This is an optimization exercise on Yosys and OpenROAD, whose aim is small area, a short achievable clock period and few clock cycles per item, not a production implementation. In this exercise RTL edits were held to simulation tests only and were not proved equivalent to the original.

==> flow/design.v <==
`timescale 1ns / 1ps
package bfdc_pkg;
  typedef enum logic [2:0] {
    FUNC_UPDATE = 3'd0,
    FUNC_PREDIM = 3'd1,
    FUNC_OFF    = 3'd2,
    FUNC_ON     = 3'd3,
    FUNC_RESET  = 3'd4
  } func_t;
  typedef enum logic [2:0] {
    CFG_BRIGHTNESS    = 3'd0,
    CFG_SLEEP_TIMEOUT = 3'd1,
    CFG_DIM_LEAD      = 3'd2,
    CFG_DIM_END_FRAC  = 3'd3,
    CFG_PREDIM_FRAC   = 3'd4,
    CFG_MIN_DIM_DUTY  = 3'd5
  } cfg_idx_t;
  typedef struct packed {
    logic load;
    logic prep;
    logic div_init;
    logic div_step;
    logic commit;
  } cmd_t;
  typedef struct packed {
    logic need_div;
    logic div_last;
  } status_t;
endpackage
`timescale 1ns / 1ps
module backlight_fade_dim_controller #(
  parameter int TIME_BITS = 32,
  parameter int DUTY_BITS = 8
) (
  input  logic                 clk,
  input  logic                 rst,
  input  logic                 cfg_valid,
  output logic                 cfg_ready,
  input  logic [2:0]           cfg_index,
  input  logic [TIME_BITS-1:0] cfg_data,
  input  logic                 in_valid,
  output logic                 in_ready,
  input  logic [2:0]           func,
  input  logic [TIME_BITS-1:0] now_ms,
  input  logic [TIME_BITS-1:0] last_activity_ms,
  input  logic                 in_dim_phase,
  output logic                 out_valid,
  input  logic                 out_ready,
  output logic [DUTY_BITS-1:0] duty,
  output logic                 duty_written,
  output logic                 pwm_running,
  output logic                 backlight_cut
);
  assign cfg_ready = 1'b1;
  logic [7:0]  cB, cFe, cFp, cM;
  logic [31:0] cT, cL;
  always_ff @(posedge clk) begin
    if (rst) begin
      cB  <= 8'd180;
      cT  <= 32'd30000;
      cL  <= 32'd5000;
      cFe <= 8'd31;
      cFp <= 8'd77;
      cM  <= 8'd4;
    end else if (cfg_valid) begin
      case (cfg_index)
        3'd0: cB  <= cfg_data[7:0];
        3'd1: cT  <= cfg_data;
        3'd2: cL  <= cfg_data;
        3'd3: cFe <= cfg_data[7:0];
        3'd4: cFp <= cfg_data[7:0];
        3'd5: cM  <= cfg_data[7:0];
        default: begin
        end
      endcase
    end
  end
  logic [7:0] dd;      
  logic [7:0] ec;      
  logic [7:0] plc;     
  logic       lbok;    
  logic [1:0] pc;      
  logic       tE2, tP2, tE3, tP3, tE4, tP4;
  logic sv;            
  logic adv;           
  logic acc;
  assign adv      = !sv;
  assign in_ready = !sv && !pc[1];
  assign acc      = in_valid && in_ready;
  logic [31:0] st_start;
  logic        st_started;
  logic        st_cut;
  logic m_tick, m_wrf, m_clrf, m_srcp, m_cut;
  always_comb begin
    m_tick = (func == 3'd0) && !st_cut;
    m_wrf  = (func == 3'd1) || ((func == 3'd3) && st_cut);
    m_clrf = ((func == 3'd2) && !st_cut) || (func == 3'd4);
    m_srcp = (func == 3'd1);
    m_cut  = (func == 3'd2) ? 1'b1 : (func == 3'd3) ? 1'b0 : st_cut;
  end
  always_ff @(posedge clk) begin
    if (rst) begin
      st_start   <= '0;
      st_started <= 1'b0;
      st_cut     <= 1'b0;
    end else if (acc) begin
      st_cut <= m_cut;
      if (m_tick && !st_started) begin
        st_start   <= now_ms;
        st_started <= 1'b1;
      end
      if (func == 3'd4) begin
        st_start   <= '0;
        st_started <= 1'b0;
      end
    end
  end
  logic        v1, tick1, dim1, wrf1, clrf1, srcp1, cut1;
  logic [31:0] now1, last1;
  always_ff @(posedge clk) begin
    if (rst) begin
      v1 <= 1'b0;
    end else if (adv) begin
      v1 <= acc;
    end
  end
  always_ff @(posedge clk) begin
    if (adv) begin
      tick1 <= m_tick;
      dim1  <= in_dim_phase;
      wrf1  <= m_wrf;
      clrf1 <= m_clrf;
      srcp1 <= m_srcp;
      cut1  <= m_cut;
      now1  <= now_ms;
      last1 <= last_activity_ms;
    end
  end
  logic [31:0] elapsed1, pos1;
  assign elapsed1 = now1 - st_start;
  assign pos1     = (now1 - last1) - (cT - cL);
  logic        v2, tick2, dim2, wrf2, clrf2, srcp2, cut2, ehz2;
  logic [7:0]  elo2;
  logic [31:0] pos2;
  always_ff @(posedge clk) begin
    if (rst) begin
      v2 <= 1'b0;
    end else if (adv) begin
      v2 <= v1;
    end
  end
  always_ff @(posedge clk) begin
    if (adv) begin
      tick2 <= tick1;
      dim2  <= dim1;
      wrf2  <= wrf1;
      clrf2 <= clrf1;
      srcp2 <= srcp1;
      cut2  <= cut1;
      elo2  <= elapsed1[7:0];
      ehz2  <= (elapsed1[31:8] == 24'd0);
      if (pc == 2'd3)      pos2 <= {24'd0, cFe};
      else if (pc == 2'd2) pos2 <= {24'd0, cFp};
      else                 pos2 <= pos1;
    end
  end
  logic       lt2, plt2, wt2, isdiv2, wr2, clr2;
  logic [7:0] lvq2;
  always_comb begin
    lt2    = ehz2 && (elo2 < cB);
    plt2   = pos2 < cL;
    wt2    = lt2 || dim2 || (cB != 8'hFF);
    isdiv2 = tick2 && !lt2 && dim2 && plt2 && lbok;
    wr2    = tick2 ? wt2 : wrf2;
    clr2   = tick2 ? !wt2 : clrf2;
    lvq2   = (tick2 && lt2) ? elo2 : (tick2 && dim2) ? ec : cB;
  end
  function automatic logic [79:0] csa(input logic [39:0] a, input logic [39:0] b,
                                      input logic [39:0] c);
    logic [39:0] s, k;
    s = a ^ b ^ c;
    k = (a & b) | (a & c) | (b & c);
    csa = {s, k[38:0], 1'b0};
  endfunction
  logic [7:0][39:0] pp;
  logic [5:0][39:0] l1;
  logic [3:0][39:0] l2;
  logic [2:0][39:0] l3;
  logic [39:0] ms2, mc2;
  always_comb begin
    for (int j = 0; j < 8; j++) begin
      pp[j] = dd[j] ? ({8'd0, pos2} << j) : 40'd0;
    end
    {l1[0], l1[1]} = csa(pp[0], pp[1], pp[2]);
    {l1[2], l1[3]} = csa(pp[3], pp[4], pp[5]);
    l1[4] = pp[6];
    l1[5] = pp[7];
    {l2[0], l2[1]} = csa(l1[0], l1[1], l1[2]);
    {l2[2], l2[3]} = csa(l1[3], l1[4], l1[5]);
    {l3[0], l3[1]} = csa(l2[0], l2[1], l2[2]);
    l3[2] = l2[3];
    {ms2, mc2} = csa(l3[0], l3[1], l3[2]);
  end
  logic [10:3][13:0] mt;
  logic [39:0] ms3, mc3;
  always_ff @(posedge clk) begin
    if (rst) begin
      mt[3][13] <= 1'b0;
    end else if (adv) begin
      mt[3][13] <= v2;
    end
  end
  always_ff @(posedge clk) begin
    if (adv) begin
      mt[3][12:0] <= {wr2, clr2, cut2, isdiv2, srcp2 && !tick2, lvq2};
      ms3         <= ms2;
      mc3         <= mc2;
    end
  end
  logic [39:0] x3;
  logic [40:0] ys3, yc3, y3;
  logic        q7;
  logic [38:0] r7n;
  always_comb begin
    x3  = ms3 + mc3;
    ys3 = {1'b0, ms3} ^ {1'b0, mc3} ^ ~{2'b0, cL, 7'd0};
    yc3 = ({1'b0, ms3} & {1'b0, mc3}) | (({1'b0, ms3} | {1'b0, mc3}) & ~{2'b0, cL, 7'd0});
    yc3 = {yc3[39:0], 1'b1};
    y3  = ys3 + yc3;
    q7  = !y3[40];
    r7n = q7 ? y3[38:0] : x3[38:0];
  end
  logic [7:1][38:0] rr;
  always_ff @(posedge clk) begin
    if (rst) begin
      mt[4][13] <= 1'b0;
    end else if (adv) begin
      mt[4][13] <= mt[3][13];
    end
  end
  always_ff @(posedge clk) begin
    if (adv) begin
      rr[7]       <= r7n;
      mt[4][12:0] <= {mt[3][12:8], mt[3][9] ? q7 : mt[3][7], mt[3][6:0]};
    end
  end
  for (genvar i = 1; i <= 6; i++) begin : g_step
    logic [33:0] d;
    logic        q;
    logic [38:0] rn;
    logic [13:0] mn;
    always_comb begin
      d  = {1'b0, rr[i+1][32+i:i]} - {2'b0, cL};
      q  = !d[33];
      rn = '0;
      rn[31+i:0] = rr[i+1][31+i:0];
      if (q) rn[31+i:i] = d[31:0];
      mn = mt[10-i];
      if (mt[10-i][9]) mn[i] = q;
    end
    always_ff @(posedge clk) begin
      if (rst) begin
        mt[11-i][13] <= 1'b0;
      end else if (adv) begin
        mt[11-i][13] <= mn[13];
      end
    end
    always_ff @(posedge clk) begin
      if (adv) begin
        rr[i]          <= rn;
        mt[11-i][12:0] <= mn[12:0];
      end
    end
  end
  logic        v10, wr10, clr10, cut10, isdiv10, srcp10;
  logic [7:0]  lvq10;
  assign {v10, wr10, clr10, cut10, isdiv10, srcp10, lvq10} = mt[10];
  logic        q0;
  logic [7:0]  a0, a1, c0, c1, level;
  logic [7:0]  r_duty;
  logic        r_pwm;
  logic        prod;
  always_comb begin
    q0     = rr[1][32:0] >= {1'b0, cL};
    a0     = cB - {lvq10[7:1], 1'b0};
    a1     = cB - {lvq10[7:1], 1'b1};
    c0     = (a0 < cM) ? cM : a0;
    c1     = (a1 < cM) ? cM : a1;
    level  = isdiv10 ? (q0 ? c1 : c0) : (srcp10 ? plc : lvq10);
    r_duty = wr10 ? level : duty;
    r_pwm  = wr10 || (!clr10 && pwm_running);
    prod   = v10 && adv;
  end
  logic [7:0] sd;
  logic       sw, sp, sc;
  logic       deliver;
  assign deliver = out_valid && out_ready;
  always_ff @(posedge clk) begin
    if (rst) begin
      out_valid     <= 1'b0;
      sv            <= 1'b0;
      duty          <= '0;
      duty_written  <= 1'b0;
      pwm_running   <= 1'b1;
      backlight_cut <= 1'b0;
    end else if (sv) begin
      if (deliver) begin
        sv            <= 1'b0;
        duty          <= sd;
        duty_written  <= sw;
        pwm_running   <= sp;
        backlight_cut <= sc;
      end
    end else if (prod) begin
      if (!out_valid || deliver) begin
        out_valid     <= 1'b1;
        duty          <= r_duty;
        duty_written  <= wr10;
        pwm_running   <= r_pwm;
        backlight_cut <= cut10;
      end else begin
        sv <= 1'b1;
        sd <= r_duty;
        sw <= wr10;
        sp <= r_pwm;
        sc <= cut10;
      end
    end else if (deliver) begin
      out_valid <= 1'b0;
    end
  end
  always_ff @(posedge clk) begin
    if (rst) begin
      pc   <= 2'd0;
      tE2  <= 1'b0;
      tP2  <= 1'b0;
      tE3  <= 1'b0;
      tP3  <= 1'b0;
      tE4  <= 1'b0;
      tP4  <= 1'b0;
      dd   <= 8'd159;
      ec   <= 8'd21;
      plc  <= 8'd54;
      lbok <= 1'b1;
    end else if (cfg_valid) begin
      pc  <= 2'd3;
      tE2 <= 1'b0;
      tP2 <= 1'b0;
      tE3 <= 1'b0;
      tP3 <= 1'b0;
      tE4 <= 1'b0;
      tP4 <= 1'b0;
    end else begin
      if (pc != 2'd0) pc <= pc - 2'd1;
      tE2 <= (pc == 2'd3);
      tP2 <= (pc == 2'd2);
      tE3 <= tE2;
      tP3 <= tP2;
      tE4 <= tE3;
      tP4 <= tP3;
      if (pc == 2'd3) dd <= cB;
      if (tE3) ec <= x3[15:8];
      if (tE4) begin
        dd   <= cB - ec;
        lbok <= (cL != 32'd0) && (cB > ec);
        ec   <= (ec < cM) ? cM : ec;
      end
      if (tP3) plc <= x3[15:8];
      if (tP4) plc <= (plc < cM) ? cM : plc;
    end
  end
endmodule
==> flow/run.sh <==
#!/bin/bash
# synth_recipe.tcl (not shown) runs the flow's synth.tcl, then flattens the netlist and writes it again
# the make line also repeats each setting of config.mk as NAME=value (left out here)
make -C /OpenROAD-flow-scripts/flow DESIGN_CONFIG=/design/flow/config.mk WORK_HOME=/design/flow/orfs CLKGATE_MAP_FILE= SYNTH_SCRIPT=/design/flow/synth_recipe.tcl finish
==> flow/config.mk <==
export PLATFORM = sky130hd
export DESIGN_NAME = backlight_fade_dim_controller
export DESIGN_NICKNAME = backlight_fade_dim_controller
export VERILOG_FILES = /design/flow/design.v
export SDC_FILE = /design/flow/constraint.sdc
export NUM_CORES = 4
export LEC_CHECK = 0
export CAP_MARGIN = 20
export CORE_MARGIN = 2
export CORE_UTILIZATION = 40
export SLEW_MARGIN = 20
==> flow/constraint.sdc <==
create_clock -name core_clock -period 9.0 [get_ports {clk}]
set_input_delay 1.8000 -clock core_clock [delete_from_list [all_inputs] [get_ports {clk}]]
set_output_delay 1.8000 -clock core_clock [all_outputs]
set_load 0.01 [all_outputs]
==> Implementation_results.wiki, run 1 <==
{| class="wikitable"
! Metric !! Value
|-
| Outcome || timing/DRC/antenna clean
|-
| Wire length of the first global-routing pass || around 220000 um
|-
| Number of library cell types mapped by synthesis || 83
|-
| Number of remaining DRC errors || 0
|-
| Horiz. Die Dim || 377 um
|-
| Yosys warning total || 1
|-
| Asr flop ratio synth || 0
|-
| Post-synthesis instance area || 0.0556 mm2
|-
| I/O Buffers || 120
|-
| Clock net sink count || 744
|-
| Antenna diode count || 0
|-
| Max Cap Violations || 0
|-
| Setup TNS after final layout || 0 ps
|-
| Fraction of met1 tracks used by global routing || 0.256
|-
| Via count || approximately 40000
|-
| Detailed Route Iter0 Violations || 2353
|-
| Cell type with the largest total area after synthesis || edfxtp_1
|-
| Layout overhead on the synthesized area || 11.2%
|-
| Largest net degree at the start of global routing || 169
|-
| Worst-skew pair later-pin latency || 730 ps
|-
| First-pass detailed-route iteration total || 6
|-
| Worst clock skew on the final layout || 51.2 ps
|-
| Net Count, Synth || 6497
|-
| Area of the die || 0.142 mm2
|-
| Area of the core || 0.138 mm2
|-
| Post-CTS setup buffers || 0
|-
| Maximum operating frequency || 185 MHz
|-
| Startpoint type of the worst setup path || flop
|-
| Detailed Place HPWL || 106000 um
|-
| Deepest clock path buffer count || 3
|-
| Worst Tran Pin Value || between 1000 and 1500 ps
|-
| Clock tree root buffer cell || clkbuf_16
|-
| Layer carrying the most global-route usage || met2
|-
| CTS tree || done
|-
| Grt met2 use || 0.329
|-
| Global routing usage summed across all routing layers || 0.194
|-
| Remaining max-slew budget at the tightest pin || 0.175
|-
| Fraction of final layout cells sized beyond drive strength 1 || 0.0617
|-
| Congestion Overflow GR || 0
|-
| Flops & latches, synth || around 740
|-
| Top cells by area in the synthesized netlist || edfxtp_1, ha_1, fa_1
|-
| Number of routed nets with antenna violations || 0
|-
| Routed wire length || 138000 um
|-
| Number of failing hold endpoints at the final stage || 0
|-
| CP Class || flop to flop
|-
| Antenna violations before repair || 1
|-
| Data required, critical path || 9430 ps
|-
| Pins Over Slew Limit || 0
|-
| Number of rows in the core area || 136
|-
| Vias/cell || 5.34
|-
| Deepest level of the CTS H-tree || 3
|-
| Kind of capture point of the worst setup path || flop
|-
| Initial cell density of the core || 0.404
|-
| Post-synth top flop || edfxtp_1
|-
| Top cell type's share of synthesized area || 0.301
|-
| Crit path setup slack, layout || 3580 ps
|-
| Synth top cells by count || inv_1, edfxtp_1, ha_1
|-
| Number of global-route vias before repair || a little over 40000
|-
| Count of flip-flops with a built-in enable after synthesis || 558
|-
| Critical path peak fanout || 9
|-
| Most numerous cell in the Yosys netlist || inv_1
|-
| Final critical-path required period || approximately 5400 ps
|-
| Cell count after synthesis || 5609
|-
| Worst-case setup slack after placement || 3720 ps
|-
| Number of top-level design ports || approximately 120
|-
| Number of buffers inserted for hold repair after clock tree synthesis || 0
|-
| Arrival time at the worst endpoint || a little under 6000 ps
|-
| Number of buffers created by CTS || between 80 and 90
|-
| Period utilisation layout || 0.602
|-
| Routability cong. || 0.936
|-
| Clock slew at reported path FFs || 60 ps
|-
| Drt wl/cell || 18.2 um
|-
| Fraction of met3 tracks used by global routing || 0.0220
|-
| Hold Path Class || flop to flop
|-
| Proportion of synthesized chip area in sequential cells || 0.368
|-
| Vert. Die Dim || 377 um
|-
| Post-cts gate resize count || 0
|-
| Setup repair after global routing missed its margin || no
|-
| Syn_area_per_cell || a little under 10 um2
|-
| Final number of setup-violating endpoints || 0
|-
| Final net count || 6604
|}
critical path: stages, from the launching register on:
cell and delay, ps:
dfxtp_1 350, inv_1 490, fa_1 550, fa_1 510, inv_1 50, ha_1 310
a21oi_1 270, o221ai_1 270, a21oi_1 340, a211oi_1 250, a221oi_1 440, o21ai_0 320
or4_1 500, a41oi_1 260, xor2_1 160, nor2_1 50
cell type report:
cell class / count / area [um2]
Fill cell: 13000 / 75900
Multi-Input combinational cell: 4074 / 32100
Sequential cell: 744 / 20500
Inverter: 640 / 2420
Clock buffer: 108 / 2280
Tap cell: 1794 / 2240
Timing Repair Buffer: 170 / 1600
Clock inverter: 52 / 624
cell usage in the layout, fill, tap and decap left out, types with 19 or more instances in the layout:
master | Yosys | routed
ha_1 | 493 | 493
mux2i_1 | 62 | 62
fa_1 | 287 | 287
nor2b_1 | 60 | 60
inv_1 | 638 | 638
a22oi_1 | 36 | 36
nand2b_1 | 75 | 75
o21ai_0 | 268 | 267
clkdlybuf4s50_1 | 0 | 119
o21a_1 | 58 | 58
nor4_1 | 23 | 23
or2_2 | 20 | 20
nor2_1 | 382 | 381
nand3_1 | 63 | 63
a211oi_1 | 52 | 52
nand3b_1 | 28 | 28
clkbuf_16 | 0 | 86
nor3_1 | 61 | 60
o211ai_1 | 25 | 25
dfxtp_1 | 186 | 183
o31ai_1 | 19 | 19
and2_1 | 219 | 219
and3_1 | 29 | 29
a21oi_1 | 427 | 424
a21o_1 | 162 | 162
edfxtp_1 | 558 | 558
o21bai_1 | 50 | 50
xor2_1 | 108 | 108
xnor2_1 | 163 | 163
mux2_2 | 110 | 110
a211o_1 | 33 | 33
a31oi_1 | 31 | 31
nand2_1 | 459 | 458
nand4_1 | 43 | 43
buf_4 | 1 | 48
metrics by stage:
step,cells,utilization,instance area (um2),hold WS [ps]
after floorplan,5609,-,55600,400
after global placement,7422,0.428,58900,400
after detailed placement,7422,0.428,58900,405
after CTS,7582,0.449,61800,414
after global routing,7582,0.449,61800,420
final,7582,0.449,61800,413
path summary, 6_finish.rpt:
| kind | cells past startpoint | endpoint | from | slack (ps) |
|---|---|---|---|---|
| min | 0 | rr[156] | rr[195] | 410 |
| min reg2reg | 0 | rr[156] | rr[195] | 410 |
| max reg2reg | 15 | pos2[28] | cL[2] | 3580 |
| max | 15 | pos2[28] | cL[2] | 3580 |
registers in the layout, summed over array words and instances, names as in the netlist, 2 cells and up:
signal    count
duty          8
cFp           8
ms3          39
st_start     32
cM            8
dd            8
rr          252
last1        32
cL           32
mc3          35
cB            8
pc            2
pos2         32
sd            8
elo2          8
cFe           8
mt          112
now1         32
ec            8
cT           32
plc           8
cell families (layout without fill, tap and decap cells):
logic type / after synthesis / after routing / synth area share
compound gates: 1322 / 1322 / 0.152
xor+xnor: 271 / 271 / 0.0427
buf+inv: 791 / 970 / 0.0542
other cells: 1 / 1 / 0.0000675
fa+ha+maj: 780 / 780 / 0.214
flops: 744 / 744 / 0.368
simple gates: 1516 / 1516 / 0.132
mux: 184 / 184 / 0.0367
metal layers:
| layer | wire length, um | up-vias |
|---|---|---|
| li1 | - | 19800 |
| met3 | 5320 | 197 |
| met5 | 0 | - |
| met4 | 4330 | 0 |
| met2 | 64900 | 754 |
| met1 | 63100 | 19700 |
Testbench counts, summed over its fixed seeds: cycles 13,575, items 13,015.
==> inputs of run 2 (changes only) <==
--- a/flow/config.mk
+++ b/flow/config.mk
@@ -8,4 +8,5 @@
 export CAP_MARGIN = 20
 export CORE_MARGIN = 2
 export CORE_UTILIZATION = 40
+export SETUP_SLACK_MARGIN = 5
 export SLEW_MARGIN = 20
==> run 2 against run 1 <==
- still clean on timing, DRC and antenna
- first-iteration DRC count grew 14%
- core utilization increased by 1.8 points
- worst hold slack worse by 3.5 ps
- maximum frequency rose by 29%
- cell count rose by 1.3%
- synthesized cell count unchanged
- global-route usage increased by 0.47 points
- clock skew up 3.7 ps
- setup slack improved by 1200 ps
- critical endpoint unchanged
- highest routed layer is now met5
==> Implementation_results.wiki, run 2 <==
{| class="wikitable"
! Metric !! Value
|-
| Data required, critical path || 9440 ps (about the same)
|-
| Max Cap Violations || 0 (unchanged)
|-
| Largest registers || rr x252, mt x112, ms3 x39
|-
| Cell breakdown of the critical path || inv_1, fa_1, fa_1, inv_1, ha_1, a2111o_1, nor3b_4, a211oi_4, a221oi_4, o21ai_4, or4_4, a41oi_2, xor2_1, nor2_1
|-
| Detailed Route Iter0 Violations || 2690 (+14%)
|-
| Number of buffers inserted for hold repair after clock tree synthesis || 0 (unchanged)
|-
| Number of library cell types mapped by synthesis || 83 (unchanged)
|-
| Critical path origin || cL[12]
|-
| Number of routed nets with antenna violations || 0 (unchanged)
|-
| Period utilisation layout || 0.467 (-0.135)
|-
| Drt wl/cell || 18.8 um (+3.3%)
|-
| Maximum operating frequency || 238 MHz (+29%)
|-
| Antenna violations before repair || 4 (+3)
|-
| Setup repair after global routing missed its margin || yes
|-
| Register ranked first by flip-flop count || rr
|-
| Outcome || timing/DRC/antenna clean
|-
| Final number of setup-violating endpoints || 0 (unchanged)
|-
| Asr flop ratio synth || 0 (unchanged)
|-
| Startpoint type of the worst setup path || flop
|-
| Library cell contributing the largest single delay on the critical path || fa_1
|-
| Post-synth top flop || edfxtp_1
|-
| Hold Path Class || flop to flop
|-
| Top cells by area in the synthesized netlist || edfxtp_1, ha_1, fa_1
|-
| Vert. Die Dim || 377 um (unchanged)
|-
| Count of flip-flops with a built-in enable after synthesis || 558 (unchanged)
|-
| Clock tree root buffer cell || clkbuf_16
|-
| Area used by sequential logic in the layout || 0.0206 mm2 (+0.40%)
|-
| Leading cell types in the layout, fill and taps excluded || inv_1, edfxtp_1, nand2_1, ha_1, a21oi_1
|-
| Remaining max-slew budget at the tightest pin || 0.264 (+0.0898)
|-
| Largest net degree at the start of global routing || 184 (+8.9%)
|-
| Arrival time at the worst endpoint || 4640 ps (-1200 ps)
|-
| Synth top cells by count || inv_1, edfxtp_1, ha_1
|-
| CTS tree || done
|-
| Area of the die || 0.142 mm2 (unchanged)
|-
| Net Count, Synth || 6497 (unchanged)
|-
| Flops & latches, synth || 744 (unchanged)
|-
| Category of cells accounting for the largest share of critical-path delay || adder cells
|-
| Multi-input gate area in the final layout || 0.0333 mm2 (+3.7%)
|-
| Clock net sink count || 744 (unchanged)
|-
| Pins Over Slew Limit || 0 (unchanged)
|-
| Layout fillers || 12600 (-3.1%)
|-
| Proportion of synthesized chip area in sequential cells || 0.368 (unchanged)
|-
| Wire length of the first global-routing pass || 225000 um (+2.5%)
|-
| Number of cells traversed by the worst register-to-register path || 14 (-1)
|-
| Cell count after synthesis || 5609 (unchanged)
|-
| Syn_area_per_cell || 9.91 um2 (unchanged)
|-
| Congestion Overflow GR || 0 (unchanged)
|-
| Detailed Place HPWL || 104000 um (-1.4%)
|-
| Layout overhead on the synthesized area || 15.7%
|-
| Number of rows in the core area || 136 (unchanged)
|-
| Number of flip-flops under the largest register name || 252 (unchanged)
|-
| Total buffers and inverters traversed by the critical path || 2 (unchanged)
|-
| Final net count || 6705 (+1.5%)
|-
| Top cell type's share of synthesized area || 0.301 (unchanged)
|-
| Worst stage delay on the critical path || 510 ps (-40 ps)
|-
| Initial cell density of the core || 0.404 (unchanged)
|-
| Worst reg2reg startpoint || cL[12]
|-
| Kind of capture point of the worst setup path || flop
|-
| Critical path peak fanout || 4 (-5)
|-
| Number of buffers created by CTS || 85 (-1.2%)
|-
| Crit path setup slack, layout || 4800 ps (+1210 ps)
|-
| I/O Buffers || 120 (unchanged)
|-
| Area of the core || 0.138 mm2 (unchanged)
|-
| CP Class || flop to flop
|-
| Most numerous cell in the Yosys netlist || inv_1
|-
| Setup TNS after final layout || 0 ps (unchanged)
|-
| Clock slew at reported path FFs || 60 ps (about the same)
|-
| Number of remaining DRC errors || 0 (unchanged)
|-
| Worst-case setup slack after placement || 3940 ps (+213 ps)
|-
| Final critical-path required period || 4200 ps (-1210 ps)
|-
| Routability cong. || 0.908 (-2.9%)
|-
| Min Hold Slack || 409 ps (-3.50 ps)
|-
| Worst-skew pair later-pin latency || 720 ps (about the same)
|-
| Number of failing hold endpoints at the final stage || 0 (unchanged)
|-
| Number of top-level design ports || 122 (unchanged)
|-
| Horiz. Die Dim || 377 um (unchanged)
|-
| Routed wire length || 144000 um (+4.6%)
|-
| Yosys warning total || 1 (unchanged)
|-
| Worst clock skew on the final layout || 54.9 ps (+3.65 ps)
|-
| Via count || 41200 (+1.8%)
|-
| Worst Tran Pin Value || 1100 ps (-135 ps)
|-
| Flop-to-flop setup slack || 4800 ps (+1210 ps)
|-
| Post-synthesis instance area || 0.0556 mm2 (unchanged)
|-
| Cell type with the largest total area after synthesis || edfxtp_1
|-
| Number of global-route vias before repair || 41600 (+1.8%)
|-
| Fraction of final layout cells sized beyond drive strength 1 || 0.111 (+0.0489)
|-
| Most common library cell in the layout ignoring fill and taps || inv_1
|-
| End of the worst register-to-register path || pos2[28]
|-
| WP depth || 14 (-1)
|-
| Global routing usage summed across all routing layers || 0.198 (+0.00465)
|-
| Antenna diode count || 0 (unchanged)
|-
| First-pass detailed-route iteration total || 6 (unchanged)
|-
| Vias/cell || 5.37 (+0.51%)
|-
| End point of the critical path || pos2[28]
|-
| Deepest clock path buffer count || 3 (unchanged)
|-
| Deepest level of the CTS H-tree || 3 (unchanged)
|}
==> run 2: cell counts after synthesis <==
No cell type changed its count.
==> run 2: worst min path at each step <==
stage / slack [ps] / startpoint / cells past startpoint / end
after floorplan: 400 / clrf1 / 0 / clrf2
after global placement: 400 / rr[234] / 0 / rr[195]
after detailed placement: 400 / mt[3] / 0 / mt[17]
after CTS: 410 / mt[89] / 0 / mt[103]
after global routing: 420 / mt[58] / 0 / mt[72]
final: 410 / rr[117] / 0 / rr[78]
==> run 2: per-layer routing <==
metal	track usage	vias up	routed length, um	part of all wire
met1	0.262	20100	64700	0.45
li1	-	20100	-	-
met4	0.0631	4	4550	0.032
met2	0.338	852	69100	0.48
met5	0	-	26	0.00018
met3	0.0243	208	5690	0.039
==> run 2: timing repair <==
action	in CTS	in global routing
pin swaps	20	44
cloned	4	10
endpoints found under the hold margin	0	0
resized for setup	133	181
buffers inserted	63	35
setup endpoints to repair	268	241
==> run 2: final cells by class <==
class,count,share of cell area
flip-flops and latches,744,0.320
repair buffers,269,0.0425
clock inverters,46,0.0108
multi-input cells,4077,0.518
inverters,640,0.0390
clock buffers,109,0.0352
well taps,1794,0.0349
==> run 2: stage by stage <==
step / cells / cell area, um2 / utilization
3_5_place_dp: 7412 / 58900 / 0.428
5_1_grt: 7679 / 64300 / 0.467
3_3_place_gp: 7412 / 58900 / 0.428
4_1_cts: 7634 / 62900 / 0.457
6_report: 7679 / 64300 / 0.467
2_1_floorplan: 5609 / 55600 / -
==> run 2: cell families after synthesis <==
logic type / Yosys count / share of synthesized area
flops: 744 / 0.368
other cells: 1 / 0.0000675
buf+inv: 791 / 0.0542
compound gates: 1322 / 0.152
mux: 184 / 0.0367
xor+xnor: 271 / 0.0427
fa+ha+maj: 780 / 0.214
simple gates: 1516 / 0.132
==> inputs of run 3 (changes only) <==
--- a/flow/config.mk
+++ b/flow/config.mk
@@ -5,6 +5,7 @@
 export SDC_FILE = /design/flow/constraint.sdc
 export NUM_CORES = 4
 export LEC_CHECK = 0
+export ABC_CLOCK_PERIOD_IN_PS = 3000
 export CAP_MARGIN = 20
 export CORE_MARGIN = 2
 export CORE_UTILIZATION = 40
==> run 3 against run 2 <==
- critical path type unchanged
- register-to-register slack is essentially flat
- sequential share of layout area is the same
- first-iteration DRC count is the same
- clock skew is the same
==> Implementation_results.wiki, run 3 <==
{| class="wikitable"
! Metric !! Value
|-
| Vert. Die Dim || 377 um (unchanged)
|-
| Setup TNS after final layout || 0 ps (unchanged)
|-
| Number of library cell types mapped by synthesis || 83 (unchanged)
|-
| Number of top-level design ports || 122 (unchanged)
|-
| Initial cell density of the core || 0.404 (unchanged)
|-
| Routed wire length || 144000 um (unchanged)
|-
| Number of flip-flops under the largest register name || 252 (unchanged)
|-
| Syn_area_per_cell || 9.91 um2 (unchanged)
|-
| Number of failing hold endpoints at the final stage || 0 (unchanged)
|-
| Maximum operating frequency || 238 MHz (unchanged)
|-
| Worst clock skew on the final layout || 54.9 ps (unchanged)
|-
| Top cells by area in the synthesized netlist || edfxtp_1, ha_1, fa_1
|-
| Worst stage delay on the critical path || 510 ps (about the same)
|-
| Clock slew at reported path FFs || 60 ps (about the same)
|-
| Largest registers || rr x252, mt x112, ms3 x39
|-
| Area share of xor/xnor cells in the synthesized design || 0.0427 (unchanged)
|-
| Via count || 41200 (unchanged)
|-
| Worst-skew pair later-pin latency || 720 ps (about the same)
|-
| Count of flip-flops with a built-in enable after synthesis || 558 (unchanged)
|-
| Critical path peak fanout || 4 (unchanged)
|-
| Startpoint type of the worst setup path || flop
|-
| Largest net degree at the start of global routing || 184 (unchanged)
|-
| Global routing usage summed across all routing layers || 0.198 (unchanged)
|-
| Flops & latches, synth || 744 (unchanged)
|-
| Leading cell types in the layout, fill and taps excluded || inv_1, edfxtp_1, nand2_1, ha_1, a21oi_1
|-
| Layout overhead on the synthesized area || 15.7% (unchanged)
|-
| Number of buffers created by CTS || 85 (unchanged)
|-
| Detailed Route Iter0 Violations || 2690 (unchanged)
|-
| Fraction of final layout cells sized beyond drive strength 1 || 0.111 (unchanged)
|-
| Pins Over Slew Limit || 0 (unchanged)
|-
| Post-synthesis instance area || 0.0556 mm2 (unchanged)
|-
| Congestion Overflow GR || 0 (unchanged)
|-
| Most numerous cell in the Yosys netlist || inv_1
|-
| Adder-cell share of the synthesized area || 0.214 (unchanged)
|-
| Hold Path Class || flop to flop
|-
| Area of the core || 0.138 mm2 (unchanged)
|-
| Setup repair after global routing missed its margin || yes
|-
| Vias/cell || 5.37 (unchanged)
|-
| Final net count || 6705 (unchanged)
|-
| Number of routed nets with antenna violations || 0 (unchanged)
|-
| First-pass detailed-route iteration total || 6 (unchanged)
|-
| Area of the die || 0.142 mm2 (unchanged)
|-
| Data required, critical path || 9440 ps (about the same)
|-
| Post-synth top flop || edfxtp_1
|-
| Arrival time at the worst endpoint || 4640 ps (about the same)
|-
| Mux cell area share after synthesis || 0.0367 (unchanged)
|-
| Period utilisation layout || 0.467 (unchanged)
|-
| Most common library cell in the layout ignoring fill and taps || inv_1
|-
| Wire length of the first global-routing pass || 225000 um (unchanged)
|-
| Clock net sink count || 744 (unchanged)
|-
| CTS tree || done
|-
| Library cell contributing the largest single delay on the critical path || fa_1
|-
| Remaining max-slew budget at the tightest pin || 0.264 (unchanged)
|-
| Antenna diode count || 0 (unchanged)
|-
| CP Class || flop to flop
|-
| Proportion of synthesized chip area in sequential cells || 0.368 (unchanged)
|-
| Number of global-route vias before repair || 41600 (unchanged)
|-
| Drt wl/cell || 18.8 um (unchanged)
|-
| Kind of capture point of the worst setup path || flop
|-
| Share of synthesized cell area in and, or, nand and nor gates || 0.132 (unchanged)
|-
| Detailed Place HPWL || 104000 um (unchanged)
|-
| Area used by sequential logic in the layout || 0.0206 mm2 (unchanged)
|-
| Deepest level of the CTS H-tree || 3 (unchanged)
|-
| Combinational family with the most area after synthesis || adder cells
|-
| Asr flop ratio synth || 0 (unchanged)
|-
| Deepest clock path buffer count || 3 (unchanged)
|-
| Yosys warning total || 1 (unchanged)
|-
| Routability cong. || 0.908 (unchanged)
|-
| Number of rows in the core area || 136 (unchanged)
|-
| Synth top cells by count || inv_1, edfxtp_1, ha_1
|-
| Clock tree root buffer cell || clkbuf_16
|-
| Number of remaining DRC errors || 0 (unchanged)
|-
| Net Count, Synth || 6497 (unchanged)
|-
| Fraction of the mapped netlist area in compound gates || 0.152 (unchanged)
|-
| Worst Tran Pin Value || 1100 ps (unchanged)
|-
| Horiz. Die Dim || 377 um (unchanged)
|-
| Outcome || timing/DRC/antenna clean
|-
| Top cell type's share of synthesized area || 0.301 (unchanged)
|-
| Max Cap Violations || 0 (unchanged)
|-
| Antenna violations before repair || 4 (unchanged)
|-
| Register ranked first by flip-flop count || rr
|-
| Layout fillers || 12600 (unchanged)
|-
| Final number of setup-violating endpoints || 0 (unchanged)
|-
| Cell count after synthesis || 5609 (unchanged)
|-
| Multi-input gate area in the final layout || 0.0333 mm2 (unchanged)
|-
| Min Hold Slack || 409 ps (unchanged)
|-
| Final critical-path required period || 4200 ps (unchanged)
|-
| Cell type with the largest total area after synthesis || edfxtp_1
|-
| I/O Buffers || 120 (unchanged)
|-
| Cell breakdown of the critical path || inv_1, fa_1, fa_1, inv_1, ha_1, a2111o_1, nor3b_4, a211oi_4, a221oi_4, o21ai_4, or4_4, a41oi_2, xor2_1, nor2_1
|}
[run 3: cell counts in the layout (fill, tap and decap cells not counted)]
No cell type changed its count.
[run 3: final timing paths]
kind,start,end,slack (ps),cells past startpoint
setup / recovery,cL[12],pos2[28],4800,14
hold / removal,rr[117],rr[78],410,0
setup reg to reg,cL[12],pos2[28],4800,14
hold reg to reg,rr[117],rr[78],410,0
[run 3: layout make-up]
type / instances / area share
multi-input combinational: 4077 / 0.518
sequential: 744 / 0.320
clock buffer: 109 / 0.0352
inverter: 640 / 0.0390
clock inverter: 46 / 0.0108
tap: 1794 / 0.0349
timing repair buffer: 269 / 0.0425
[run 3: critical path: cells and delay by family, from the launching register on]
family,cells,cell delay [ps]
AOI/OAI and AO/OA,5,1190
xor gates and xnor gates,1,150
adders and majority gates,3,1230
buffers and inverters,2,180
DFF,1,450
and+or+nand+nor,3,730
[run 3: kinds of logic (layout without fill, tap and decap cells)]
group	after synthesis	after routing
AND/OR/NAND/NOR	1516	1516
flip-flops	744	744
buffers and inverters	791	1064
XOR/XNOR	271	271
other	1	1
multiplexers	184	184
AO/OA/AOI/OAI	1322	1325
adder cells (fa/ha/maj)	780	780
[run 3: repair_timing]
| item | 4_1_cts | 5_1_grt |
|---|---|---|
| setup buffers | 63 | 35 |
| gates resized for setup | 133 | 181 |
| setup endpoints to repair | 268 | 241 |
| hold buffers | 0 | 0 |
| pin swaps | 20 | 44 |
| cloned | 4 | 10 |
[run 3: layer usage]
layer / part of all wire / GRT usage / wire, um / vias to the layer above
li1: - / - / - / 20100
met1: 0.45 / 0.262 / 64700 / 20100
met2: 0.48 / 0.338 / 69100 / 852
met3: 0.039 / 0.0243 / 5690 / 208
met4: 0.032 / 0.0631 / 4550 / 4
met5: 0.00018 / 0 / 26 / -
[run 3: through the flow]
stage               setup slack (ps)  utilization  instances  instance area, um2
finish                          4800        0.467       7679               64300
global route                    4650        0.467       7679               64300
CTS                             4720        0.457       7634               62900
detailed placement              3940        0.428       7412               58900
global placement                4090        0.428       7412               58900
floorplan                       5010            -       5609               55600
==> inputs of run 4 (changes only) <==
--- a/flow/design.v
+++ b/flow/design.v
@@ -138,7 +138,15 @@
   end
   logic [31:0] elapsed1, pos1;
   assign elapsed1 = now1 - st_start;
-  assign pos1     = (now1 - last1) - (cT - cL);
+  logic [31:0] ps_a, pc_a, ps_b, pc_b;
+  always_comb begin
+    ps_a = now1 ^ ~last1 ^ ~cT;
+    pc_a = {(now1[30:0] & ~last1[30:0]) | (now1[30:0] & ~cT[30:0]) | (~last1[30:0] & ~cT[30:0]),
+            1'b1};
+    ps_b = ps_a ^ pc_a ^ cL;
+    pc_b = {(ps_a[30:0] & pc_a[30:0]) | (ps_a[30:0] & cL[30:0]) | (pc_a[30:0] & cL[30:0]), 1'b1};
+  end
+  assign pos1 = ps_b + pc_b;
   logic        v2, tick2, dim2, wrf2, clrf2, srcp2, cut2, ehz2;
   logic [7:0]  elo2;
   logic [31:0] pos2;
@@ -217,20 +225,15 @@
       mc3         <= mc2;
     end
   end
-  logic [39:0] x3;
-  logic [40:0] ys3, yc3, y3;
-  logic        q7;
-  logic [38:0] r7n;
+  logic [39:0] lsh3, ys3, yc3, y3;
   always_comb begin
-    x3  = ms3 + mc3;
-    ys3 = {1'b0, ms3} ^ {1'b0, mc3} ^ ~{2'b0, cL, 7'd0};
-    yc3 = ({1'b0, ms3} & {1'b0, mc3}) | (({1'b0, ms3} | {1'b0, mc3}) & ~{2'b0, cL, 7'd0});
-    yc3 = {yc3[39:0], 1'b1};
-    y3  = ys3 + yc3;
-    q7  = !y3[40];
-    r7n = q7 ? y3[38:0] : x3[38:0];
+    lsh3 = (tE3 || tP3) ? 40'd0 : {1'b0, cL, 7'd0};
+    ys3  = ms3 ^ mc3 ^ ~lsh3;
+    yc3  = (ms3 & mc3) | ((ms3 | mc3) & ~lsh3);
+    yc3  = {yc3[38:0], 1'b1};
+    y3   = ys3 + yc3;
   end
-  logic [7:1][38:0] rr;
+  logic [7:1][39:0] rr;
   always_ff @(posedge clk) begin
     if (rst) begin
       mt[4][13] <= 1'b0;
@@ -240,21 +243,25 @@
   end
   always_ff @(posedge clk) begin
     if (adv) begin
-      rr[7]       <= r7n;
-      mt[4][12:0] <= {mt[3][12:8], mt[3][9] ? q7 : mt[3][7], mt[3][6:0]};
+      rr[7]       <= y3;
+      mt[4][12:0] <= {mt[3][12:8], mt[3][9] ? !y3[39] : mt[3][7], mt[3][6:0]};
     end
   end
   for (genvar i = 1; i <= 6; i++) begin : g_step
-    logic [33:0] d;
+    logic        sg;
+    logic [33:0] u, lx;
+    logic [34:0] d;
     logic        q;
-    logic [38:0] rn;
+    logic [39:0] rn;
     logic [13:0] mn;
     always_comb begin
-      d  = {1'b0, rr[i+1][32+i:i]} - {2'b0, cL};
+      sg = rr[i+1][33+i];
+      u  = rr[i+1][33+i:i];
+      lx = sg ? {2'b0, cL} : ~{2'b0, cL};
+      d  = {u, 1'b1} + {lx, !sg};
       q  = !d[33];
       rn = '0;
-      rn[31+i:0] = rr[i+1][31+i:0];
-      if (q) rn[31+i:i] = d[31:0];
+      rn[32+i:0] = {d[33:1], rr[i+1][i-1:0]};
       mn = mt[10-i];
       if (mt[10-i][9]) mn[i] = q;
     end
@@ -276,12 +283,14 @@
   logic [7:0]  lvq10;
   assign {v10, wr10, clr10, cut10, isdiv10, srcp10, lvq10} = mt[10];
   logic        q0;
+  logic [34:0] d0;
   logic [7:0]  a0, a1, c0, c1, level;
   logic [7:0]  r_duty;
   logic        r_pwm;
   logic        prod;
   always_comb begin
-    q0     = rr[1][32:0] >= {1'b0, cL};
+    d0     = {rr[1][33:0], 1'b1} + {(rr[1][33] ? {2'b0, cL} : ~{2'b0, cL}), !rr[1][33]};
+    q0     = !d0[33];
     a0     = cB - {lvq10[7:1], 1'b0};
     a1     = cB - {lvq10[7:1], 1'b1};
     c0     = (a0 < cM) ? cM : a0;
@@ -359,13 +368,13 @@
       tE4 <= tE3;
       tP4 <= tP3;
       if (pc == 2'd3) dd <= cB;
-      if (tE3) ec <= x3[15:8];
+      if (tE3) ec <= y3[15:8];
       if (tE4) begin
         dd   <= cB - ec;
         lbok <= (cL != 32'd0) && (cB > ec);
         ec   <= (ec < cM) ? cM : ec;
       end
-      if (tP3) plc <= x3[15:8];
+      if (tP3) plc <= y3[15:8];
       if (tP4) plc <= (plc < cM) ? cM : plc;
     end
   end
==> flow/flow/run.sh (new file) <==
#!/bin/bash
# Standard layout with a tighter setup repair target (SETUP_SLACK_MARGIN=6 ns).
set -euo pipefail
sed 's/"\${@:-finish}"/SETUP_SLACK_MARGIN=6 "\${@:-finish}"/' standard.sh > standard_margin.sh
grep -q "SETUP_SLACK_MARGIN=6" standard_margin.sh
bash standard_margin.sh finish > flow_make.log 2>&1
==> flow/standard.sh (new file) <==
#!/bin/bash
# synth_recipe.tcl (not shown) runs the flow's synth.tcl, then flattens the netlist and writes it again
# the make line also repeats each setting of config.mk as NAME=value (left out here)
make -C /OpenROAD-flow-scripts/flow DESIGN_CONFIG=/design/flow/config.mk WORK_HOME=/design/flow/orfs CLKGATE_MAP_FILE= SYNTH_SCRIPT=/design/flow/synth_recipe.tcl "${@:-finish}"
--- a/flow/config.mk
+++ b/flow/config.mk
@@ -5,9 +5,7 @@
 export SDC_FILE = /design/flow/constraint.sdc
 export NUM_CORES = 4
 export LEC_CHECK = 0
-export ABC_CLOCK_PERIOD_IN_PS = 3000
 export CAP_MARGIN = 20
 export CORE_MARGIN = 2
 export CORE_UTILIZATION = 40
-export SETUP_SLACK_MARGIN = 5
 export SLEW_MARGIN = 20
removed: flow/run.sh
==> run 4 against run 3 <==
- sequential share of layout area decreased by 2.2 points
- maximum frequency increased by 7.0%
- core utilization increased by 6.2 points
- global-route usage increased by 2.6 points
- worst hold slack improved by 4.7 ps
==> Implementation_results.wiki, run 4 <==
{| class="wikitable"
! Metric !! Value
|-
| Cell type with the largest total area after synthesis || edfxtp_1
|-
| Arrival time at the worst endpoint || 4400 ps (-240 ps)
|-
| Clock net sink count || 751 (+0.94%)
|-
| Worst-skew pair later-pin latency || 740 ps (+20 ps)
|-
| Wire length of the first global-routing pass || 238000 um (+5.9%)
|-
| Vias/cell || 5.37 (about the same)
|-
| Post-synthesis instance area || 0.0532 mm2 (-4.2%)
|-
| Layout fillers || 11400 (-9.4%)
|-
| Maximum operating frequency || 254 MHz (+7.0%)
|-
| Yosys warning total || 1 (unchanged)
|-
| Fraction of final layout cells sized beyond drive strength 1 || 0.274 (+0.163)
|-
| Congestion Overflow GR || 0 (unchanged)
|-
| Register ranked first by flip-flop count || rr
|-
| Number of rows in the core area || 133 (-2.2%)
|-
| Detailed Route Iter0 Violations || 2464 (-8.4%)
|-
| First-pass detailed-route iteration total || 5 (-1)
|-
| Number of global-route vias before repair || 41400 (-0.30%)
|-
| Worst stage delay on the critical path || 610 ps (+100 ps)
|-
| Pins Over Slew Limit || 0 (unchanged)
|-
| Vert. Die Dim || 369 um (-2.1%)
|-
| Routability cong. || 0.901 (-0.78%)
|-
| Crit path setup slack, layout || 5070 ps (+274 ps)
|-
| Clock tree root buffer cell || clkbuf_16
|-
| Max Cap Violations || 0 (unchanged)
|-
| Number of top-level design ports || 122 (unchanged)
|-
| Number of routed nets with antenna violations || 0 (unchanged)
|-
| Setup TNS after final layout || 0 ps (unchanged)
|-
| Number of flip-flops under the largest register name || 259 (+2.8%)
|-
| Remaining max-slew budget at the tightest pin || 0.288 (+0.0235)
|-
| CP Class || flop to flop
|-
| Final critical-path required period || 3930 ps (-274 ps)
|-
| Top cells by area in the synthesized netlist || edfxtp_1, fa_1, ha_1
|-
| Top cell type's share of synthesized area || 0.319 (+0.0173)
|-
| Syn_area_per_cell || 10.2 um2 (+3.1%)
|-
| Antenna violations before repair || 3 (-1)
|-
| Number of library cell types mapped by synthesis || 90 (+8.4%)
|-
| Horiz. Die Dim || 369 um (-2.1%)
|-
| Worst-case setup slack after placement || 4250 ps (+318 ps)
|-
| Detailed Place HPWL || 105000 um (+0.79%)
|-
| Total buffers and inverters traversed by the critical path || 0 (-2)
|-
| Startpoint type of the worst setup path || flop
|-
| Post-synth top flop || edfxtp_1
|-
| Library cell contributing the largest single delay on the critical path || fa_1
|-
| Count of flip-flops with a built-in enable after synthesis || 565 (+1.3%)
|-
| Most common library cell in the layout ignoring fill and taps || edfxtp_1
|-
| I/O Buffers || 120 (unchanged)
|-
| Category of cells accounting for the largest share of critical-path delay || adder cells
|-
| Routed wire length || 160000 um (+11%)
|-
| Kind of capture point of the worst setup path || flop
|-
| Global routing usage summed across all routing layers || 0.225 (+0.0265)
|-
| Number of buffers inserted for hold repair after clock tree synthesis || 0 (unchanged)
|-
| Area of the die || 0.136 mm2 (-4.2%)
|-
| Period utilisation layout || 0.437 (-0.0304)
|-
| Number of remaining DRC errors || 0 (unchanged)
|-
| Number of failing hold endpoints at the final stage || 0 (unchanged)
|-
| Leading cell types in the layout, fill and taps excluded || edfxtp_1, inv_1, nand2_1, buf_4, xnor2_1
|-
| Via count || 41200 (unchanged)
|-
| Initial cell density of the core || 0.404 (about the same)
|-
| Cell breakdown of the critical path || fa_1, fa_1, ha_4, a21o_1, a21o_1, a21oi_2, o21ai_2, or3_4, o211ai_1, nand2_1, a31oi_1, xor2_1, nor2_1
|-
| Hold Path Class || flop to flop
|-
| Proportion of synthesized chip area in sequential cells || 0.389 (+0.0203)
|-
| Synth top cells by count || edfxtp_1, inv_1, nand2_1
|-
| Largest registers || rr x259, mt x112, ms3 x39
|-
| Most numerous cell in the Yosys netlist || edfxtp_1
|-
| Setup repair after global routing missed its margin || yes
|-
| CTS tree || done
|-
| Flops & latches, synth || 751 (+0.94%)
|-
| Final net count || 6659 (-0.69%)
|-
| Clock slew at reported path FFs || 70 ps (about the same)
|-
| Worst Tran Pin Value || 1070 ps (-35.3 ps)
|-
| Drt wl/cell || 20.8 um (+11%)
|-
| Deepest level of the CTS H-tree || 3 (unchanged)
|-
| Data required, critical path || 9470 ps (+30 ps)
|-
| Net Count, Synth || 6022 (-7.3%)
|-
| Number of buffers created by CTS || 90 (+5.9%)
|-
| Largest net degree at the start of global routing || 169 (-8.2%)
|-
| Layout overhead on the synthesized area || 31.2%
|-
| Area of the core || 0.132 mm2 (-4.3%)
|-
| Critical path peak fanout || 5 (+1)
|-
| Final number of setup-violating endpoints || 0 (unchanged)
|-
| Cell count after synthesis || 5208 (-7.1%)
|-
| Asr flop ratio synth || 0 (unchanged)
|-
| Worst clock skew on the final layout || 69.9 ps (+15.0 ps)
|-
| Deepest clock path buffer count || 3 (unchanged)
|-
| Outcome || timing/DRC/antenna clean
|}
run 4: area by class of cell:
type	instances	area, um2	share of cell area
multi-input combinational	3781	34700	0.497
antenna	1	2.50	0.0000358
tap	1755	2200	0.0314
sequential	751	20800	0.297
clock inverter	54	609	0.00873
clock buffer	114	2390	0.0343
inverter	501	1900	0.0272
timing repair buffer	720	7290	0.104
run 4: metal layers:
metal  up-vias  share of wire  GRT usage
met5         -       0.000081          0
met4         2          0.052      0.103
met3       392          0.043     0.0316
met2      1129           0.50      0.390
met1     20300           0.41      0.276
li1      19400              -          -
run 4: final timing paths:
kind	startpoint	to	slack [ps]	cells past startpoint
worst max register to register	now1[11]	pos2[25]	5070	13
worst max-delay path	now1[11]	pos2[25]	5070	13
worst min-delay path	mt[88]	mt[102]	410	0
worst min register to register	mt[88]	mt[102]	410	0
run 4: what timing repair did:
| action | 4_1_cts | 5_1_grt |
|---|---|---|
| pin swaps | 435 | 411 |
| setup endpoints to repair | 468 | 427 |
| buffers inserted | 375 | 140 |
| gates resized for setup | 808 | 506 |
| gates cloned | 18 | 4 |
run 4: cells by family after synthesis:
group | count (synthesis) | share of synthesized area
xor gates and xnor gates | 496 | 0.0816
AOI/OAI and AO/OA | 1141 | 0.141
DFF | 751 | 0.389
and+or+nand+nor | 1385 | 0.126
buffers and inverters | 679 | 0.0485
adders and majority gates | 706 | 0.205
muxes | 49 | 0.00957
other | 1 | 0.0000704
run 4: metrics by stage:
stage / instances / instance area, um2 / hold slack, ps / util
6_report: 7677 / 69800 / 414 / 0.530
2_1_floorplan: 5208 / 54100 / 400 / -
3_5_place_dp: 6971 / 57000 / 405 / 0.433
4_1_cts: 7532 / 66400 / 413 / 0.504
3_3_place_gp: 6971 / 57000 / 401 / 0.433
5_1_grt: 7676 / 69800 / 422 / 0.530
Testbench counts of run 4, summed over its fixed seeds: cycles 13,575, items 13,015.
==> inputs of run 5 (changes only) <==
==> flow/flow/run.sh (replaced) <==
#!/bin/bash
# Standard layout with a tighter setup repair target (SETUP_SLACK_MARGIN=6.5 ns).
set -euo pipefail
sed 's/"\${@:-finish}"/SETUP_SLACK_MARGIN=6.5 "\${@:-finish}"/' standard.sh > standard_margin.sh
grep -q "SETUP_SLACK_MARGIN=6.5" standard_margin.sh
bash standard_margin.sh finish > flow_make.log 2>&1
--- a/flow/config.mk
+++ b/flow/config.mk
@@ -7,5 +7,5 @@
 export LEC_CHECK = 0
 export CAP_MARGIN = 20
 export CORE_MARGIN = 2
-export CORE_UTILIZATION = 40
+export CORE_UTILIZATION = 55
 export SLEW_MARGIN = 20
==> run 5 against run 4 <==
- highest routed layer unchanged
- via count rose by 3.8%
- maximum frequency fell by 4.1%
- clock skew fell by 43 ps
- critical path depth rose by 1
- non-clock buffer count rose by 110
- flip-flop and latch count did not move
- die area fell by 27%
- critical path type unchanged
- setup slack got worse by 170 ps
==> Implementation_results.wiki, run 5 <==
{| class="wikitable"
! Metric !! Value
|-
| Number of routed nets with antenna violations || 0 (unchanged)
|-
| Largest net degree at the start of global routing || 99 (-41%)
|-
| Period utilisation layout || 0.455 (+0.0187)
|-
| Most common library cell in the layout ignoring fill and taps || edfxtp_1
|-
| Worst stage delay on the critical path || 560 ps (-50 ps)
|-
| Deepest level of the CTS H-tree || 3 (unchanged)
|-
| Detailed Place HPWL || 103000 um (-1.9%)
|-
| Number of flip-flops under the largest register name || 259 (unchanged)
|-
| Startpoint type of the worst setup path || flop
|-
| Final net count || 6767 (+1.6%)
|-
| Total buffers and inverters traversed by the critical path || 1 (+1)
|-
| I/O Buffers || 120 (unchanged)
|-
| Flop-to-flop setup slack || 4900 ps (-170 ps)
|-
| Yosys warning total || 1 (unchanged)
|-
| Setup TNS after final layout || 0 ps (unchanged)
|-
| Worst Tran Pin Value || 1220 ps (+155 ps)
|-
| Post-synthesis instance area || 0.0532 mm2 (unchanged)
|-
| Multi-input gate area in the final layout || 0.0359 mm2 (+3.6%)
|-
| Cells on Worst Hold Path || 0 (unchanged)
|-
| Leading cell types in the layout, fill and taps excluded || edfxtp_1, nand2_1, inv_1, buf_4, xnor2_1
|-
| Category of cells accounting for the largest share of critical-path delay || adder cells
|-
| Number of top-level design ports || 122 (unchanged)
|-
| Library cell contributing the largest single delay on the critical path || fa_1
|-
| CP Class || flop to flop
|-
| Syn_area_per_cell || 10.2 um2 (unchanged)
|-
| Proportion of synthesized chip area in sequential cells || 0.389 (unchanged)
|-
| Global routing usage summed across all routing layers || 0.317 (+0.0920)
|-
| Number of library cell types mapped by synthesis || 90 (unchanged)
|-
| Worst-case setup slack after placement || 4650 ps (+395 ps)
|-
| Clock tree root buffer cell || clkbuf_16
|-
| Synth top cells by count || edfxtp_1, inv_1, nand2_1
|-
| Top cells by area in the synthesized netlist || edfxtp_1, fa_1, ha_1
|-
| Via count || 42800 (+3.8%)
|-
| Post-Layout Inst Area || 0.0720 mm2 (+3.0%)
|-
| Area of the core || 0.0963 mm2 (-27%)
|-
| Number of remaining DRC errors || 0 (unchanged)
|-
| CTS tree || done
|-
| Count of flip-flops with a built-in enable after synthesis || 565 (unchanged)
|-
| Cell breakdown of the critical path || fa_1, fa_1, ha_4, a21o_1, a21o_1, a21oi_2, o21ai_2, or3_4, o211ai_1, buf_4, nand2_2, a31oi_2, xor2_1, nor2_1
|-
| Net Count, Synth || 6022 (unchanged)
|-
| First-pass detailed-route iteration total || 5 (unchanged)
|-
| Cell count after synthesis || 5208 (unchanged)
|-
| Worst clock skew on the final layout || 26.5 ps (-43.4 ps)
|-
| Vias/cell || 5.85 (+9.0%)
|-
| Fraction of final layout cells sized beyond drive strength 1 || 0.321 (+0.0476)
|-
| Cell type with the largest total area after synthesis || edfxtp_1
|-
| Instance area after placement || 0.0564 mm2 (-1.1%)
|-
| Routed wire length || 168000 um (+5.0%)
|-
| Number of rows in the core area || 114 (-14%)
|-
| Register ranked first by flip-flop count || rr
|-
| Kind of capture point of the worst setup path || flop
|-
| Data required, critical path || 9420 ps (-50 ps)
|-
| Number of failing hold endpoints at the final stage || 0 (unchanged)
|-
| Setup repair after global routing missed its margin || yes
|-
| Maximum operating frequency || 244 MHz (-4.1%)
|-
| Deepest clock path buffer count || 3 (unchanged)
|-
| Detailed Route Iter0 Violations || 3040 (+23%)
|-
| Clock net sink count || 751 (unchanged)
|-
| Wire length of the first global-routing pass || 241000 um (+1.3%)
|-
| Congestion Overflow GR || 0 (unchanged)
|-
| Routability cong. || 0.907 (+0.62%)
|-
| Remaining max-slew budget at the tightest pin || 0.183 (-0.105)
|-
| Horiz. Die Dim || 315 um (-15%)
|-
| Layout overhead on the synthesized area || 35.2%
|-
| Worst reg2reg startpoint || now1[12]
|-
| Number of buffers inserted for hold repair after clock tree synthesis || 0 (unchanged)
|-
| Start point of the worst min-delay path || mt[95]
|-
| Clock slew at reported path FFs || 60 ps (about the same)
|-
| Arrival time at the worst endpoint || 4510 ps (+110 ps)
|-
| Number of global-route vias before repair || 42100 (+1.6%)
|-
| Antenna violations before repair || 7 (+4)
|-
| Max Cap Violations || 0 (unchanged)
|-
| Initial cell density of the core || 0.553 (+0.149)
|-
| Capture endpoint of the worst hold path || mt[109]
|-
| Flops & latches, synth || 751 (unchanged)
|-
| Asr flop ratio synth || 0 (unchanged)
|-
| Most numerous cell in the Yosys netlist || edfxtp_1
|-
| Hold Path Class || flop to flop
|-
| Final number of setup-violating endpoints || 0 (unchanged)
|-
| Area of the die || 0.0993 mm2 (-27%)
|-
| Vert. Die Dim || 315 um (-15%)
|-
| Worst-skew pair later-pin latency || 690 ps (-50 ps)
|-
| Number of cells traversed by the worst register-to-register path || 14 (+1)
|-
| End of the worst register-to-register path || pos2[27]
|-
| Largest registers || rr x259, mt x112, ms3 x39
|-
| Outcome || timing/DRC/antenna clean
|-
| Area used by sequential logic in the layout || 0.0208 mm2 (+0.16%)
|-
| Crit path setup slack, layout || 4900 ps (-168 ps)
|-
| Pins Over Slew Limit || 0 (unchanged)
|-
| Number of buffers created by CTS || 87 (-3.3%)
|-
| Final core utilization || 0.747 (+0.217)
|-
| Top cell type's share of synthesized area || 0.319 (unchanged)
|-
| Final critical-path required period || 4100 ps (+168 ps)
|-
| Drt wl/cell || 22.9 um (+10%)
|-
| Critical path peak fanout || 3 (-2)
|-
| Layout fillers || 6500 (-43%)
|-
| Post-synth top flop || edfxtp_1
|}
[run 5: worst max path at each step]
stage | start | cells after the start | endpoint | slack (ps)
floorplan | now1[2] | 13 | pos2[28] | 5380
global placement | tE3 | 14 | mt[21] | 4650
detailed placement | tP3 | 14 | mt[21] | 4650
CTS | now1[2] | 13 | pos2[28] | 5060
global route | now1[12] | 14 | pos2[27] | 4860
finish | now1[12] | 14 | pos2[27] | 4900
[run 5: cells by family (layout without fill, tap and decap cells)]
family | count (synthesis) | after routing | synth area share
fa+ha+maj | 706 | 706 | 0.205
other cells | 1 | 2 | 0.0000704
simple gates | 1385 | 1389 | 0.126
flops | 751 | 751 | 0.389
buf+inv | 679 | 1495 | 0.0485
xor+xnor | 496 | 496 | 0.0816
mux | 49 | 49 | 0.00957
compound gates | 1141 | 1141 | 0.141
[run 5: per-stage QoR]
step | hold slack [ps] | instances
2_1_floorplan | 400 | 5208
3_3_place_gp | 400 | 6485
3_5_place_dp | 405 | 6485
4_1_cts | 412 | 7059
5_1_grt | 419 | 7304
6_report | 414 | 7305
[run 5: final cells by class]
class	count	area share
antenna	1	0.0000348
clock buffer	111	0.0326
clock inverter	53	0.00890
inverter	501	0.0266
multi-input combinational	3782	0.499
sequential	751	0.289
tap	1276	0.0222
timing repair buffer	830	0.121
[run 5: repair_timing]
action	CTS	global route
gates resized for setup	1017	668
cloned	32	7
pin swaps	476	452
endpoints found under the setup margin	777	520
setup buffers	378	238
[run 5: metal layers]
layer | wire (um) | track usage | up-vias | part of all wire
li1 | - | - | 19700 | -
met1 | 66600 | 0.390 | 21300 | 0.40
met2 | 83100 | 0.554 | 1304 | 0.50
met3 | 8870 | 0.0453 | 451 | 0.053
met4 | 8870 | 0.138 | 12 | 0.053
met5 | 81 | 0 | - | 0.00048
==> inputs of run 6 (changes only) <==
==> flow/run.sh (new file) <==
#!/bin/bash
# synth_recipe.tcl (not shown) runs the flow's synth.tcl, then flattens the netlist and writes it again
# the make line also repeats each setting of config.mk as NAME=value (left out here)
make -C /OpenROAD-flow-scripts/flow DESIGN_CONFIG=/design/flow/config.mk WORK_HOME=/design/flow/orfs CLKGATE_MAP_FILE= SYNTH_SCRIPT=/design/flow/synth_recipe.tcl finish
--- a/flow/config.mk
+++ b/flow/config.mk
@@ -7,5 +7,6 @@
 export LEC_CHECK = 0
 export CAP_MARGIN = 20
 export CORE_MARGIN = 2
-export CORE_UTILIZATION = 55
+export CORE_UTILIZATION = 40
+export SETUP_SLACK_MARGIN = 5
 export SLEW_MARGIN = 20
removed: flow/flow/run.sh
removed: flow/standard.sh
==> run 6 against run 5 <==
- still clean
- register-to-register slack worse by 40 ps
- non-clock buffer count is 621 lower
- routed wire length fell by 19%
- count of clock-buffer cells in the layout up 8
- cell area decreased by 16%
- critical endpoint is now pos2[23]
- via count shrank 12%
- global-route usage down 12 points
- largest cell class unchanged
- worst hold slack got worse by 10 ps
- sequential share of layout area up 5.4 points
==> Implementation_results.wiki, run 6 <==
{| class="wikitable"
! Metric !! Value
|-
| Antenna violations before repair || 4 (-3)
|-
| Deepest level of the CTS H-tree || 3 (unchanged)
|-
| Final number of setup-violating endpoints || 0 (unchanged)
|-
| Remaining max-slew budget at the tightest pin || 0.255 (+0.0718)
|-
| Setup repair after global routing missed its margin || yes
|-
| Detailed Route Iter0 Violations || 2027 (-33%)
|-
| Worst clock skew on the final layout || 41.5 ps (+14.9 ps)
|-
| Area of the die || 0.136 mm2 (+37%)
|-
| Count of flip-flops with a built-in enable after synthesis || 565 (unchanged)
|-
| Period utilisation layout || 0.459 (+0.00405)
|-
| Horiz. Die Dim || 369 um (+17%)
|-
| Yosys warning total || 1 (unchanged)
|-
| Routability cong. || 0.894 (-1.4%)
|-
| Area share of xor/xnor cells in the synthesized design || 0.0816 (unchanged)
|-
| Proportion of synthesized chip area in sequential cells || 0.389 (unchanged)
|-
| Number of failing hold endpoints at the final stage || 0 (unchanged)
|-
| Crit path setup slack, layout || 4870 ps (-36.4 ps)
|-
| Critical path peak fanout || 4 (+1)
|-
| Number of top-level design ports || 122 (unchanged)
|-
| Cell type with the largest total area after synthesis || edfxtp_1
|-
| Post-Layout Inst Area || 0.0604 mm2 (-16%)
|-
| Final critical-path required period || 4130 ps (+36.4 ps)
|-
| Flops & latches, synth || 751 (unchanged)
|-
| Top cells by area in the synthesized netlist || edfxtp_1, fa_1, ha_1
|-
| Worst-case setup slack after placement || 4210 ps (-441 ps)
|-
| Max Cap Violations || 0 (unchanged)
|-
| Initial cell density of the core || 0.404 (-0.149)
|-
| Vert. Die Dim || 369 um (+17%)
|-
| Outcome || timing/DRC/antenna clean
|-
| Most common library cell in the layout ignoring fill and taps || edfxtp_1
|-
| Drt wl/cell || 19.0 um (-17%)
|-
| Arrival time at the worst endpoint || 4590 ps (+80 ps)
|}
[run 6: cell counts after synthesis]
No cell type changed its count.
[run 6: final cells by class]
type	count	area [um2]	area share
flip-flops and latches	751	20700	0.343
repair buffers	209	2000	0.0331
diodes	1	2.50	0.0000414
clock buffers	119	2410	0.0399
well taps	1755	2200	0.0364
inverters	501	1890	0.0313
clock inverters	47	629	0.0104
multi-input cells	3779	30500	0.506
[run 6: timing repair]
item | 4_1_cts | 5_1_grt
pin swaps | 30 | 45
hold buffers | 0 | 0
gates cloned | 1 | 0
setup endpoints to repair | 95 | 69
buffers inserted | 12 | 11
resized for setup | 52 | 101
[run 6: final timing paths]
path                  from       end  slack (ps)  cells after the start
setup / recovery  now1[12]  pos2[23]        4870                     13
hold / removal     rr[200]   rr[160]         400                      0
setup reg to reg  now1[12]  pos2[23]        4870                     13
hold reg to reg    rr[200]   rr[160]         400                      0
[run 6: worst max-delay path: stages, from the launching register on]
cell	delay (ps)
edfxtp_1	550
fa_1	620
fa_1	470
ha_4	270
a21o_1	150
a21o_1	160
a21oi_2	190
o21ai_2	80
or3_4	400
o211ai_1	350
nand2_1	150
buf_4	170
xnor2_1	230
nor2_1	80
[run 6: cell families (layout without fill, tap and decap cells)]
| group | after synthesis | count (layout) |
|---|---|---|
| compound gates | 1141 | 1141 |
| buf+inv | 679 | 876 |
| simple gates | 1385 | 1386 |
| fa+ha+maj | 706 | 706 |
| other cells | 1 | 2 |
| flops | 751 | 751 |
| mux | 49 | 49 |
| xor+xnor | 496 | 496 |
[run 6: layer usage]
layer | part of all wire | vias to the layer above | track usage
met4 | 0.045 | 6 | 0.0818
met1 | 0.43 | 18300 | 0.247
li1 | - | 18400 | -
met3 | 0.040 | 273 | 0.0307
met5 | 0.00031 | - | 0
met2 | 0.48 | 758 | 0.345
[run 6: through the flow]
| step | util | hold WS, ps |
|---|---|---|
| floorplan | - | 400 |
| global route | 0.458 | 420 |
| global placement | 0.428 | 401 |
| detailed placement | 0.428 | 405 |
| finish | 0.458 | 404 |
| CTS | 0.454 | 402 |

static timing again, ports no longer ideal:
The flow's constraints put no driver on any port. The routed layouts listed below were extracted and timed again, unchanged, in two steps. Step 1 (the two cells are an assumption about what drives the block):
set clk [get_ports {clk}]
set_driving_cell -lib_cell sky130_fd_sc_hd__clkbuf_16 $clk
set_driving_cell -lib_cell sky130_fd_sc_hd__buf_2 [delete_from_list [all_inputs] $clk]
Step 2 also shifts input and output timing later by t, the mid clock arrival at the registers, as if the neighbouring blocks saw the same clock. a / b / c = ideal ports / drivers / drivers and shift; a / b = the first two.
| run | shift t [ns] | setup slack, ns | worst setup path at the end |
|---|---|---|---|
| run 1 | 0.774 | 3.582 / 3.582 / 3.582 | register to register |
| run 2 | 0.762 | 4.796 / 4.796 / 4.731 | input to register |
| run 3 | 0.762 | 4.796 / 4.796 / 4.731 | input to register |
| run 4 | 0.783 | 5.070 / 5.070 / 5.070 | register to register |
| run 5 | 0.758 | 4.902 / 4.902 / 4.902 | register to register |
| run 6 | 0.772 | 4.865 / 4.865 / 4.449 | input to register |
After both steps setup and hold are still met in every run listed. The setup slack of run 6, which loses most, moves by 0.000 ns with the drivers and by -0.416 ns with both steps.
